This design comes from an exercise in tuning for small area, a short achievable clock period and few clock cycles on the open sky130 flow, not from production work.
Only simulation tests tie the RTL to the original design; equivalence was not proved.
No activity file was given, so power comes from the tool's default toggle rates.

==> design.v <==
package pcfs_pkg;
    localparam int TIME_W = 32;
    localparam int PER_W  = 14;
    localparam int ID_W   = 29;
    localparam int DATA_W = 64;
    localparam int KIND_W = 2;
    localparam int FRAME_W = 1 + ID_W + DATA_W;
    localparam int RAW_W   = 32;
    localparam int BUS_BIT = 29;
    localparam logic [PER_W-1:0] MIN_PERIOD = PER_W'(10);
    localparam int DEF_MAX_MSGS = 16;
    localparam logic [KIND_W-1:0] KIND_TICK  = 2'd0;
    localparam logic [KIND_W-1:0] KIND_ADD   = 2'd1;
    localparam logic [KIND_W-1:0] KIND_CLEAR = 2'd2;
endpackage
module pcfs_cell (
    input  logic                          i_clk,
    input  logic                          i_wr,
    input  logic [pcfs_pkg::PER_W-1:0]    i_wr_period,
    input  logic [pcfs_pkg::FRAME_W-1:0]  i_wr_frame,
    input  logic                          i_ls_wr,
    input  logic [pcfs_pkg::TIME_W-1:0]   i_ls_data,
    input  logic [pcfs_pkg::TIME_W-1:0]   i_t,
    input  logic [pcfs_pkg::TIME_W-pcfs_pkg::PER_W-1:0] i_t_hi_m1,
    output logic                          o_due,
    output logic [pcfs_pkg::FRAME_W-1:0]  o_frame
);
    localparam int LO = pcfs_pkg::PER_W;
    logic [pcfs_pkg::TIME_W-1:0]  r_last_sent;
    logic [pcfs_pkg::PER_W-1:0]   r_period;
    logic [pcfs_pkg::FRAME_W-1:0] r_frame;
    always_ff @(posedge i_clk) begin
        if (i_ls_wr) begin
            r_last_sent <= i_ls_data;
        end
    end
    always_ff @(posedge i_clk) begin
        if (i_wr) begin
            r_period <= i_wr_period;
            r_frame  <= i_wr_frame;
        end
    end
    logic [LO-1:0] tl, ll, pp, s, cy;
    logic          borrow, c_lo, w_lo, w_hi;
    logic          eq0, eq1;
    always_comb begin
        tl = i_t[LO-1:0];
        ll = r_last_sent[LO-1:0];
        pp = r_period;
        borrow = 1'b0;
        for (int i = 0; i < LO; i++) begin
            borrow = (~tl[i] & ll[i]) | (~(tl[i] ^ ll[i]) & borrow);
        end
        s  = tl ^ ~ll ^ ~pp;
        cy = (tl & ~ll) | (tl & ~pp) | (~ll & ~pp);
        c_lo = s[0];
        for (int i = 1; i < LO; i++) begin
            c_lo = (s[i] & cy[i-1]) | ((s[i] ^ cy[i-1]) & c_lo);
        end
        w_lo = cy[LO-1] ^ c_lo;
        w_hi = cy[LO-1] & c_lo;
    end
    assign eq0 = (i_t[pcfs_pkg::TIME_W-1:LO] == r_last_sent[pcfs_pkg::TIME_W-1:LO]);
    assign eq1 = (i_t_hi_m1 == r_last_sent[pcfs_pkg::TIME_W-1:LO]);
    assign o_due   = !(borrow ? (eq1 && !w_hi && !w_lo) : (eq0 && !w_hi));
    assign o_frame = r_frame;
endmodule
module periodic_can_frame_scheduler_core #(
    parameter int MAX_MSGS = pcfs_pkg::DEF_MAX_MSGS
) (
    input  logic                          i_clk,
    input  logic                          i_rst_n,
    input  logic                          start,
    output logic                          busy,
    input  logic [pcfs_pkg::KIND_W-1:0]   i_kind,
    input  logic [pcfs_pkg::TIME_W-1:0]   i_now_ms,
    input  logic                          i_ignition_on,
    input  logic [pcfs_pkg::RAW_W-1:0]    i_raw_id,
    input  logic [pcfs_pkg::PER_W-1:0]    i_period_ms,
    input  logic [pcfs_pkg::DATA_W-1:0]   i_payload,
    output logic                          o_strobe,
    output logic                          o_bus_select,
    output logic [pcfs_pkg::ID_W-1:0]     o_frame_id,
    output logic [pcfs_pkg::DATA_W-1:0]   o_frame_data,
    output logic                          o_last
);
    localparam int CNT_W = $clog2(MAX_MSGS + 1);
    localparam int TW    = pcfs_pkg::TIME_W;
    localparam int LO    = pcfs_pkg::PER_W;
    logic [CNT_W-1:0]             r_count;
    logic [TW-1:0]                r_t;
    logic                         r_dv;
    logic [MAX_MSGS-1:0]          r_due;
    logic                         r_ev1;
    logic                         r_ev2;
    logic                         r_busy;
    logic                         r_strobe;
    logic [MAX_MSGS-1:0]          r_sel;
    logic [MAX_MSGS-1:0]          r_rem;
    logic [MAX_MSGS-1:0]          due;
    logic [MAX_MSGS-1:0]          gt;
    logic [MAX_MSGS-1:0]          dfirst;
    logic [MAX_MSGS-1:0]          rfirst;
    logic [MAX_MSGS-1:0]          sent;
    logic [TW-1:0]                t_m1;
    logic [TW-1:0]                t_exp;
    logic [TW-1:0]                ls_data;
    logic [TW-LO-1:0]             t_hi_m1;
    logic [pcfs_pkg::FRAME_W-1:0] frame_q [MAX_MSGS];
    logic [pcfs_pkg::FRAME_W-1:0] frame_out;
    logic [pcfs_pkg::PER_W-1:0]   wr_period;
    logic                         acc;
    logic                         tick_acc;
    logic                         add_acc;
    logic                         clr_acc;
    logic                         on_time;
    logic                         live;
    logic                         resolve;
    assign acc       = start && !r_busy;
    assign tick_acc  = acc && (i_kind == pcfs_pkg::KIND_TICK);
    assign add_acc   = acc && (i_kind == pcfs_pkg::KIND_ADD) &&
                       (r_count < CNT_W'(MAX_MSGS));
    assign clr_acc   = acc && (i_kind == pcfs_pkg::KIND_CLEAR);
    assign live      = i_ignition_on && (r_count != '0);
    assign wr_period = (i_period_ms < pcfs_pkg::MIN_PERIOD) ? pcfs_pkg::MIN_PERIOD
                                                            : i_period_ms;
    assign t_m1    = r_t - TW'(1);
    assign t_exp   = r_dv ? t_m1 : r_t;
    assign t_hi_m1 = r_t[TW-1:LO] - (TW-LO)'(1);
    assign on_time = (i_now_ms == t_exp);
    assign resolve = r_ev2 || (tick_acc && live && r_dv && on_time);
    assign sent    = resolve ? r_due : '0;
    assign ls_data = i_rst_n ? t_m1 : '0;
    always_comb begin
        for (int k = 0; k < MAX_MSGS; k++) begin
            gt[k] = due[k] && (k < int'(r_count));
        end
    end
    assign dfirst = r_due & (~r_due + MAX_MSGS'(1));
    assign rfirst = r_rem & (~r_rem + MAX_MSGS'(1));
    for (genvar k = 0; k < MAX_MSGS; k++) begin : g_cell
        pcfs_cell u_cell (
            .i_clk       (i_clk),
            .i_wr        (add_acc && (r_count == CNT_W'(k))),
            .i_wr_period (wr_period),
            .i_wr_frame  ({i_raw_id[pcfs_pkg::BUS_BIT], i_raw_id[pcfs_pkg::ID_W-1:0],
                           i_payload}),
            .i_ls_wr     (sent[k] || !i_rst_n),
            .i_ls_data   (ls_data),
            .i_t         (r_t),
            .i_t_hi_m1   (t_hi_m1),
            .o_due       (due[k]),
            .o_frame     (frame_q[k])
        );
    end
    always_ff @(posedge i_clk) begin
        if (!i_rst_n) begin
            r_count <= '0;
        end else if (clr_acc) begin
            r_count <= '0;
        end else if (add_acc) begin
            r_count <= r_count + CNT_W'(1);
        end
    end
    always_ff @(posedge i_clk) begin
        if (!i_rst_n) begin
            r_t   <= '0;
            r_dv  <= 1'b0;
            r_due <= '0;
        end else if (resolve) begin
            r_due <= gt & ~sent;
            r_t   <= r_t + TW'(1);
        end else if (r_ev1 || (tick_acc && !r_dv && on_time)) begin
            r_due <= gt;
            r_dv  <= 1'b1;
            r_t   <= r_t + TW'(1);
        end else if (tick_acc && !on_time) begin
            r_t   <= i_now_ms;
            r_dv  <= 1'b0;
        end else if (tick_acc) begin
            r_due <= gt;
            r_t   <= r_t + TW'(1);
        end else if (add_acc || clr_acc) begin
            r_t   <= t_exp;
            r_dv  <= 1'b0;
        end else if (!r_dv && !r_busy) begin
            r_due <= gt;
            r_dv  <= 1'b1;
            r_t   <= r_t + TW'(1);
        end
    end
    always_ff @(posedge i_clk) begin
        if (!i_rst_n) begin
            r_ev1    <= 1'b0;
            r_ev2    <= 1'b0;
            r_busy   <= 1'b0;
            r_strobe <= 1'b0;
            r_sel    <= '0;
            r_rem    <= '0;
        end else begin
            r_ev1 <= 1'b0;
            r_ev2 <= 1'b0;
            if (resolve) begin
                r_sel    <= dfirst;
                r_rem    <= r_due & ~dfirst;
                r_strobe <= (r_due != '0);
                r_busy   <= ((r_due & ~dfirst) != '0);
            end else if (r_ev1 || (tick_acc && live)) begin
                r_ev1    <= tick_acc && !on_time;
                r_ev2    <= r_ev1 || on_time;
                r_sel    <= '0;
                r_rem    <= '0;
                r_strobe <= 1'b0;
                r_busy   <= 1'b1;
            end else begin
                r_sel    <= rfirst;
                r_rem    <= r_rem & ~rfirst;
                r_strobe <= (r_rem != '0);
                r_busy   <= ((r_rem & ~rfirst) != '0);
            end
        end
    end
    always_comb begin
        frame_out = '0;
        for (int k = 0; k < MAX_MSGS; k++) begin
            frame_out = frame_out | (r_sel[k] ? frame_q[k] : '0);
        end
    end
    assign busy         = r_busy;
    assign o_strobe     = r_strobe;
    assign o_last       = !r_busy;
    assign o_bus_select = frame_out[pcfs_pkg::FRAME_W-1];
    assign o_frame_id   = frame_out[pcfs_pkg::DATA_W +: pcfs_pkg::ID_W];
    assign o_frame_data = frame_out[pcfs_pkg::DATA_W-1:0];
endmodule
==> run.sh <==
#!/bin/bash
# synth_recipe.tcl (not shown) runs the flow's synth.tcl, then flattens the netlist and writes it again
# the make line also repeats each setting of config.mk as NAME=value (left out here)
make -C /OpenROAD-flow-scripts/flow DESIGN_CONFIG=/design/flow/config.mk WORK_HOME=/design/flow/orfs CLKGATE_MAP_FILE= SYNTH_SCRIPT=/design/flow/synth_recipe.tcl finish
==> config.mk <==
export PLATFORM = sky130hd
export DESIGN_NAME = periodic_can_frame_scheduler_core
export DESIGN_NICKNAME = periodic_can_frame_scheduler_core
export VERILOG_FILES = /design/flow/design.v
export SDC_FILE = /design/flow/constraint.sdc
export NUM_CORES = 4
export LEC_CHECK = 0
export ABC_CLOCK_PERIOD_IN_PS = 3500
export CAP_MARGIN = 20
export CORE_MARGIN = 2
export CORE_UTILIZATION = 45
export SETUP_SLACK_MARGIN = 2.0
export SLEW_MARGIN = 20
==> constraint.sdc <==
create_clock -name core_clock -period 6.0 [get_ports {i_clk}]
set_input_delay 1.2000 -clock core_clock [delete_from_list [all_inputs] [get_ports {i_clk}]]
set_output_delay 1.2000 -clock core_clock [all_outputs]
set_load 0.01 [all_outputs]
==> flow_summary.toml, run 1 <==
[sta]
timing.fmax_mhz = 197
post-route-period-util = 0.846
setup_viol = 0
fin_setup_tns_ps = 0
worst_slew_pin_slew_ps = 1210
fin_skew_ps = 102
fin_crit_ps = 5070
slew_headroom = 0.185
drv_slew = 0
rsz0062_at_grt = "true"
final_hold_viol_count = 0

[power_and_ir_drop]
p_comb_frac = 0.156
switchingPower_mw = 10.4
clkPwrFrac = 0.371
power_density_nw_per_um2 = 308
intPower_mw = 28.9
p_leak_nw = 46.3
peakVddDrop_uv = 295
power_frac_seq = 0.473
netSwitchingFraction = 0.265

[yosys]
syn_inst = 6972
synth.most_common_cell = "edfxtp_1"
synth_fp_nets = 7812
yosysTopAreaCellShare = 0.640
synthFlopType = "edfxtp_1"
syn_avg_cell_area_sq_um = 15.1
ys_seq_area_frac = 0.657
synth_common_cells = "edfxtp_1, inv_1, ha_1"
synth_seq_cells = 2329
synth.distinct_cells = 90
synth_area_leader_cell = "edfxtp_1"
yosys_warnings = 3
syn_area_sq_um = 105000
synth_edf_count = 2240
yosys-top-cells-area = "edfxtp_1, ha_1, fa_1"
async_flop_share = 0

[clocking]
clk_pin_slew_ps = 70
cts_buffers = 236
cts_root_buffer = "clkbuf_16"
clk_path_buf_depth = 3
cts_tree = "yes"
clk_latency_ps = 940
ctsHtreeMaxLevel = 4
cts.sinks = 2329

[drt]
via_per_inst = 6.24
wl_mm = 355
drt_drc_violations_left = 0
drtIter0Drc = 8406
wire_per_inst_um = 32.4
ant_nets = 0
vias = 68600
dr.pass1.iters = 8

[cells_and_area]
fillers = 18400
area_growth_syn_to_layout_pct = 21.6
multi_input_area_sq_um = 35600
seq_area_sq_um = 69200
drive_above_1_share = 0.170
fin_cells = 11000
fin_area_sq_um = 128000
nets = 8570

[worst_setup_path]
worst-path-max-fanout = 5
cp-endpoint = "r_due[2]$_SDFFE_PN0P_"
cp-startpoint = "r_t[1]$_SDFFE_PN0P_"
crit_chain = "buf_12 -> buf_12 -> fa_1 -> ha_1 -> a21o_1 -> a21o_1 -> a21o_1 -> a21o_1 -> a21o_1 -> a21oi_2 -> nor2b_1 -> o21ai_2 -> a31oi_1 -> or2_2 -> ha_1 -> nor2_1 -> nand3_1 -> a2111oi_2 -> o211ai_1 -> nor4_1 -> nand4_1 -> mux2i_2 -> a2111oi_0 -> o21a_1"
critPathMaxStageDelay_ps = 540
critPathArrivalTime_ps = 5860
cp.required_ps = 6790
crit_path_frequent_cell = "a21o_1"
worstReg2RegEnd = "r_due[2]$_SDFFE_PN0P_"
reg2reg_from = "r_t[1]$_SDFFE_PN0P_"
slowest_stage = "fa_1"
critPathKind = "flop to flop"
reg2reg_slack_ps = 930
endpoint_kind = "flop"
crit_path_start_kind = "flop"
r2r_cells = 24

[grt]
grt_pass1_wl_mm = 498
grt_use_total = 0.294
antenna_found_initial = 31
grt_max_degree = 109
grt_pass1_vias = 67300
grt.overflow.total = 0

[floorplanning]
start_util = 0.452
die-area_sq_um = 238000
rows = 177
fp.dieH_um = 487
core_sq_um = 233000
ios = 245
die_w_um = 487

[place]
hpwl_mm = 198
port-buffer-count = 242
place_congestion = 0.915
dpl.cell_count = 10200
post_dp_cell_area_sq_um = 113000

[status]
status = "timing/DRC/antenna clean"

[run]
drv_cap = 0

[min_path]
hp-class = "flop to flop"
==> sequential cells by signal, indices dropped and copies added (netlist names), 5 cells and up <==
name                       flops
g_cell.u_cell.r_last_sent    512
g_cell.u_cell.r_period       224
r_t                           32
r_rem                         15
r_sel                         16
r_count                        5
g_cell.u_cell.r_frame       1504
r_due                         16
==> cell families after synthesis <==
| kind of cell | synth area share |
|---|---|
| xor gates and xnor gates | 0.0543 |
| AOI/OAI and AO/OA | 0.105 |
| muxes | 0.00164 |
| adders and majority gates | 0.0990 |
| buffers and inverters | 0.0292 |
| and+or+nand+nor | 0.0539 |
| DFF | 0.657 |
==> cell usage in the layout (no fill, tap or decap), types with 28 or more instances in the layout <==
cell,n
clkinv_1,58
fa_1,222
o21ai_0,148
a221oi_2,48
edfxtp_1,2240
buf_16,42
buf_6,77
nand3_1,95
nor4_1,85
a22o_1,376
dfxtp_1,50
xor2_1,271
clkinv_2,33
a31oi_1,35
inv_1,472
nand4_1,182
buf_12,124
nand2b_1,38
dlygate4sd2_1,52
ha_1,452
buf_8,28
clkbuf_1,59
a21oi_1,113
nor2b_1,40
clkbuf_16,245
nand2_1,137
nor2_1,128
xnor2_1,357
nor3_1,69
clkdlybuf4s50_1,147
a21o_1,113
a221oi_1,343
buf_4,306
nand2_8,36
==> per-stage QoR <==
stage | hold slack (ps) | setup WS (ps) | util | power [mW]
2_1_floorplan | 470 | 1100 | - | 22.0
4_1_cts | 435 | 925 | 0.542 | 39.2
5_1_grt | 461 | 674 | 0.550 | 40.6
6_report | 452 | 926 | 0.550 | 39.3
3_5_place_dp | 483 | 468 | 0.487 | 24.2
3_3_place_gp | 484 | 414 | 0.487 | 24.1
==> per-layer routing <==
| metal | routed length [um] | part of all wire | track usage |
|---|---|---|---|
| met3 | 37000 | 0.10 | 0.0662 |
| met2 | 161000 | 0.45 | 0.454 |
| met4 | 14500 | 0.041 | 0.110 |
| met5 | 174 | 0.00049 | 0 |
| met1 | 143000 | 0.40 | 0.407 |
==> cell type report <==
| class | count | area share |
|---|---|---|
| Sequential cell | 2329 | 0.541 |
| Multi-Input combinational cell | 3853 | 0.278 |
| Timing Repair Buffer | 828 | 0.0762 |
| Clock buffer | 307 | 0.0496 |
| Tap cell | 3043 | 0.0298 |
| Inverter | 482 | 0.0143 |
| Clock inverter | 129 | 0.0104 |
| Antenna cell | 9 | 0.000176 |
==> worst max-delay path: cells and delay by family (launching register included) <==
family / cells / cell delay, ps
flip-flops: 1 / 360
multiplexers: 1 / 260
adder cells (fa/ha/maj): 3 / 1050
buffers and inverters: 2 / 260
AO/OA/AOI/OAI: 12 / 2110
AND/OR/NAND/NOR: 6 / 930
==> power groups by stage <==
stage | combinational (mW) | sequential, mW | clock, mW
detailed placement | 5.24 | 19.0 | 0
global placement | 5.14 | 18.9 | 0
CTS | 5.84 | 18.6 | 14.7
floorplan | 3.13 | 18.9 | 0
global route | 6.60 | 18.6 | 15.3
finish | 6.14 | 18.6 | 14.6
==> how the worst min path moves through the flow <==
stage                                         to  cells after the start                    from
after floorplan           r_due[15]$_SDFFE_PN0P_                      2  r_due[15]$_SDFFE_PN0P_
after global placement      r_sel[11]$_SDFF_PN0_                      2    r_rem[11]$_SDFF_PN0_
after detailed placement    r_sel[11]$_SDFF_PN0_                      2    r_rem[11]$_SDFF_PN0_
after CTS                    r_sel[9]$_SDFF_PN0_                      2     r_rem[9]$_SDFF_PN0_
after global routing         r_sel[9]$_SDFF_PN0_                      2     r_rem[9]$_SDFF_PN0_
final                        r_sel[9]$_SDFF_PN0_                      2     r_rem[9]$_SDFF_PN0_
==> timing repair <==
action,CTS,global route
gates resized for setup,608,161
pin swaps,273,152
gates cloned,53,5
buffers inserted,197,71
setup endpoints to repair,762,653
hold buffers,0,0
Testbench counts, summed over its fixed seeds: cycles 6,117.
==> run 2, diff against run 1 <==
--- a/config.mk
+++ b/config.mk
@@ -5,9 +5,7 @@
 export SDC_FILE = /design/flow/constraint.sdc
 export NUM_CORES = 4
 export LEC_CHECK = 0
-export ABC_CLOCK_PERIOD_IN_PS = 3500
 export CAP_MARGIN = 20
 export CORE_MARGIN = 2
 export CORE_UTILIZATION = 45
-export SETUP_SLACK_MARGIN = 2.0
 export SLEW_MARGIN = 20
==> run 2 against run 1 <==
  * Still clean
  * Largest power group unchanged
  * Critical path depth is 1 lower
  * Critical path type unchanged
  * Fmax is 9.3% lower
  * Clock power hardly changed
==> flow_summary.toml, run 2 <==
[drt]
dr.pass1.iters = 6
drtIter0Drc = 7010
vias = 65400
wire_per_inst_um = 30.9
via_per_inst = 6.13
drt_drc_violations_left = 0
wl_mm = 329
ant_nets = 0

[clocking]
cts.repair.resized = 0
ctsHtreeMaxLevel = 4
cts_tree = "yes"
hold_buffers = 0
cts_buffers = 238
cts_setup_buffers = 0
clk_pin_slew_ps = 60
clk_path_buf_depth = 3
clk_latency_ps = 910
cts_root_buffer = "clkbuf_16"
cts.sinks = 2329

[cells_and_area]
final_common_cell = "edfxtp_1"
largest_register_ffs = 1504
final_cell_mix = "edfxtp_1, inv_1, ha_1"
seq_area_sq_um = 69100
registers.top_by_ff_count = "g_cell.u_cell.r_frame"
area_growth_syn_to_layout_pct = 14.8
largestRegisters = "g_cell.u_cell.r_frame (1504), g_cell.u_cell.r_last_sent (512), g_cell.u_cell.r_period (224)"
nets = 8251
fillers = 19200
drive_above_1_share = 0.0967
multi_input_area_sq_um = 33200

[sta]
rsz0062_at_grt = "false"
post-route-period-util = 0.932
timing.fmax_mhz = 179
fin_skew_ps = 86.3
worst_slew_pin_slew_ps = 1230
drv_slew = 0
final_hold_viol_count = 0
slew_headroom = 0.173
setup_viol = 0
fin_crit_ps = 5590
setup_ws_ps = 408

[status]
status = "timing/DRC/antenna clean"

[yosys]
synth_fp_nets = 7812
async_flop_share = 0
syn_area_sq_um = 105000
synth_area_leader_cell = "edfxtp_1"
syn_avg_cell_area_sq_um = 15.1
synth_edf_count = 2240
synth.distinct_cells = 90
synthFlopType = "edfxtp_1"
yosysTopAreaCellShare = 0.640
syn_inst = 6972
synth_seq_cells = 2329
synth_common_cells = "edfxtp_1, inv_1, ha_1"
yosys-top-cells-area = "edfxtp_1, ha_1, fa_1"
ys_seq_area_frac = 0.657
synth.most_common_cell = "edfxtp_1"
yosys_warnings = 3

[worst_setup_path]
worst-path-max-fanout = 2
r2r_cells = 23
endpoint_kind = "flop"
slowest_stage = "or4_1"
crit_chain = "inv_1 -> fa_1 -> ha_1 -> a21o_1 -> a21o_1 -> a21o_1 -> a21o_1 -> a21o_1 -> a21oi_1 -> nor2b_1 -> o21ai_0 -> a31oi_1 -> or2_2 -> ha_1 -> or4_1 -> a2111oi_0 -> nand4_1 -> nor4_1 -> nand3_1 -> mux2i_1 -> buf_4 -> nor3_1 -> a31o_2"
critPathKind = "flop to flop"
critPathMaxStageDelay_ps = 560
crit_path_frequent_cell = "a21o_1"
crit_path_start_kind = "flop"
critPathArrivalTime_ps = 6340
cp.required_ps = 6740

[floorplanning]
die-area_sq_um = 238000
fp.dieH_um = 487
die_w_um = 487
core_sq_um = 233000
ios = 245
rows = 177
start_util = 0.452

[grt]
grt.overflow.total = 0
grt_pass1_vias = 65100
grt_max_degree = 109
grt_use_total = 0.274
grt_pass1_wl_mm = 469
antenna_found_initial = 38

[place]
place_congestion = 0.910
place_ws_ps = 432
port-buffer-count = 242
hpwl_mm = 197

[min_path]
hp-class = "flop to flop"
worstHoldPathCells = 2

[power_and_ir_drop]
peakVddDrop_uv = 253
p_total_mw = 38.5
p_leak_nw = 43.1
power_density_nw_per_um2 = 319

[run]
drv_cap = 0
run 2: cell count changes in the layout (fill, tap and decap cells not counted), moves of 41 or more:
cell,change
a221oi_1,+41
buf_12,-79
buf_16,-42
buf_4,-71
buf_6,-77
clkdlybuf4s50_1,+94
dlygate4sd2_1,-52
run 2: path summary, 6_finish.rpt:
kind	startpoint	to	slack [ps]
max	g_cell[10].u_cell.r_last_sent[1]$_DFFE_PP_	r_due[10]$_SDFFE_PN0P_	410
min	r_rem[14]$_SDFF_PN0_	r_sel[14]$_SDFF_PN0_	450
max reg2reg	g_cell[10].u_cell.r_last_sent[1]$_DFFE_PP_	r_due[10]$_SDFFE_PN0P_	410
min reg2reg	r_rem[14]$_SDFF_PN0_	r_sel[14]$_SDFF_PN0_	450
run 2: logic make-up after synthesis:
| kind of cell | count (synthesis) | share of synthesized area |
|---|---|---|
| flip-flops | 2329 | 0.657 |
| AND/OR/NAND/NOR | 1042 | 0.0539 |
| adder cells (fa/ha/maj) | 699 | 0.0990 |
| XOR/XNOR | 644 | 0.0543 |
| multiplexers | 17 | 0.00164 |
| AO/OA/AOI/OAI | 1436 | 0.105 |
| buffers and inverters | 805 | 0.0292 |
run 2: layer usage:
metal / vias to the layer above / wire (um) / GRT usage
met4: 20 / 11600 / 0.0978
met5: - / 144 / 0
met3: 600 / 28000 / 0.0493
met2: 3127 / 152000 / 0.430
met1: 33800 / 137000 / 0.384
li1: 27900 / - / -
run 2: metrics by stage:
step / std cells / utilization / TNS [ps] / hold slack [ps] / cell area (sq um)
2_1_floorplan: 6972 / - / -682850 / 470 / 105000
5_1_grt: 10700 / 0.519 / 0 / 482 / 121000
6_report: 10700 / 0.519 / 0 / 445 / 121000
3_3_place_gp: 10200 / 0.486 / 0 / 476 / 113000
4_1_cts: 10600 / 0.519 / 0 / 441 / 121000
3_5_place_dp: 10200 / 0.486 / 0 / 489 / 113000
run 2: power by group:
group	internal, mW	switching, mW	leakage, nW
registers	18.3	0.294	21.5
clock network	8.16	6.35	3.67
logic	2.01	3.33	17.9
run 2: cell type report:
cell class / instances / share of cell area
Multi-Input combinational cell: 3838 / 0.275
Clock buffer: 305 / 0.0524
Sequential cell: 2329 / 0.573
Antenna cell: 20 / 0.000415
Clock inverter: 123 / 0.0104
Timing Repair Buffer: 522 / 0.0421
Inverter: 482 / 0.0150
Tap cell: 3043 / 0.0315
run 2: critical path: cells and delay by family (launching register included):
| kind | cells | cell delay [ps] |
|---|---|---|
| muxes | 1 | 170 |
| adders and majority gates | 3 | 1000 |
| and+or+nand+nor | 7 | 1550 |
| AOI/OAI and AO/OA | 10 | 2100 |
| DFF | 1 | 390 |
| buffers and inverters | 2 | 260 |

[static timing again, ports no longer ideal]
No port has a modelled driver above. Below, the same layouts with a new extraction and two added sets of constraints. Step 1 sets driving cells, clkbuf_16 on the clock port and buf_2 on the other inputs (assumed; they add their load-dependent delay and slew). Step 2, shift: input delay + t, output delay - t, t = (earliest + latest rising clock arrival at the registers) / 2. This alone moves slack from input paths to output paths. a / b / c = ideal / step 1 / step 2; a / b = the first two.
run | t, ns | setup WS [ns] | worst hold slack (ns) | worst setup path at the end | worst register clock-pin slew, ns
run 1 | 0.980 | 0.926 / 0.926 / 0.645 | 0.452 / 0.452 / 0.452 | input to register | 0.07 / 0.07
run 2 | 0.956 | 0.408 / 0.408 / 0.408 | 0.445 / 0.445 / 0.445 | register to register | 0.07 / 0.07
After both steps setup and hold are still met in every run listed. For run 1, which loses most, drivers alone change the setup slack by 0.000 ns; drivers and shift together by -0.281 ns.
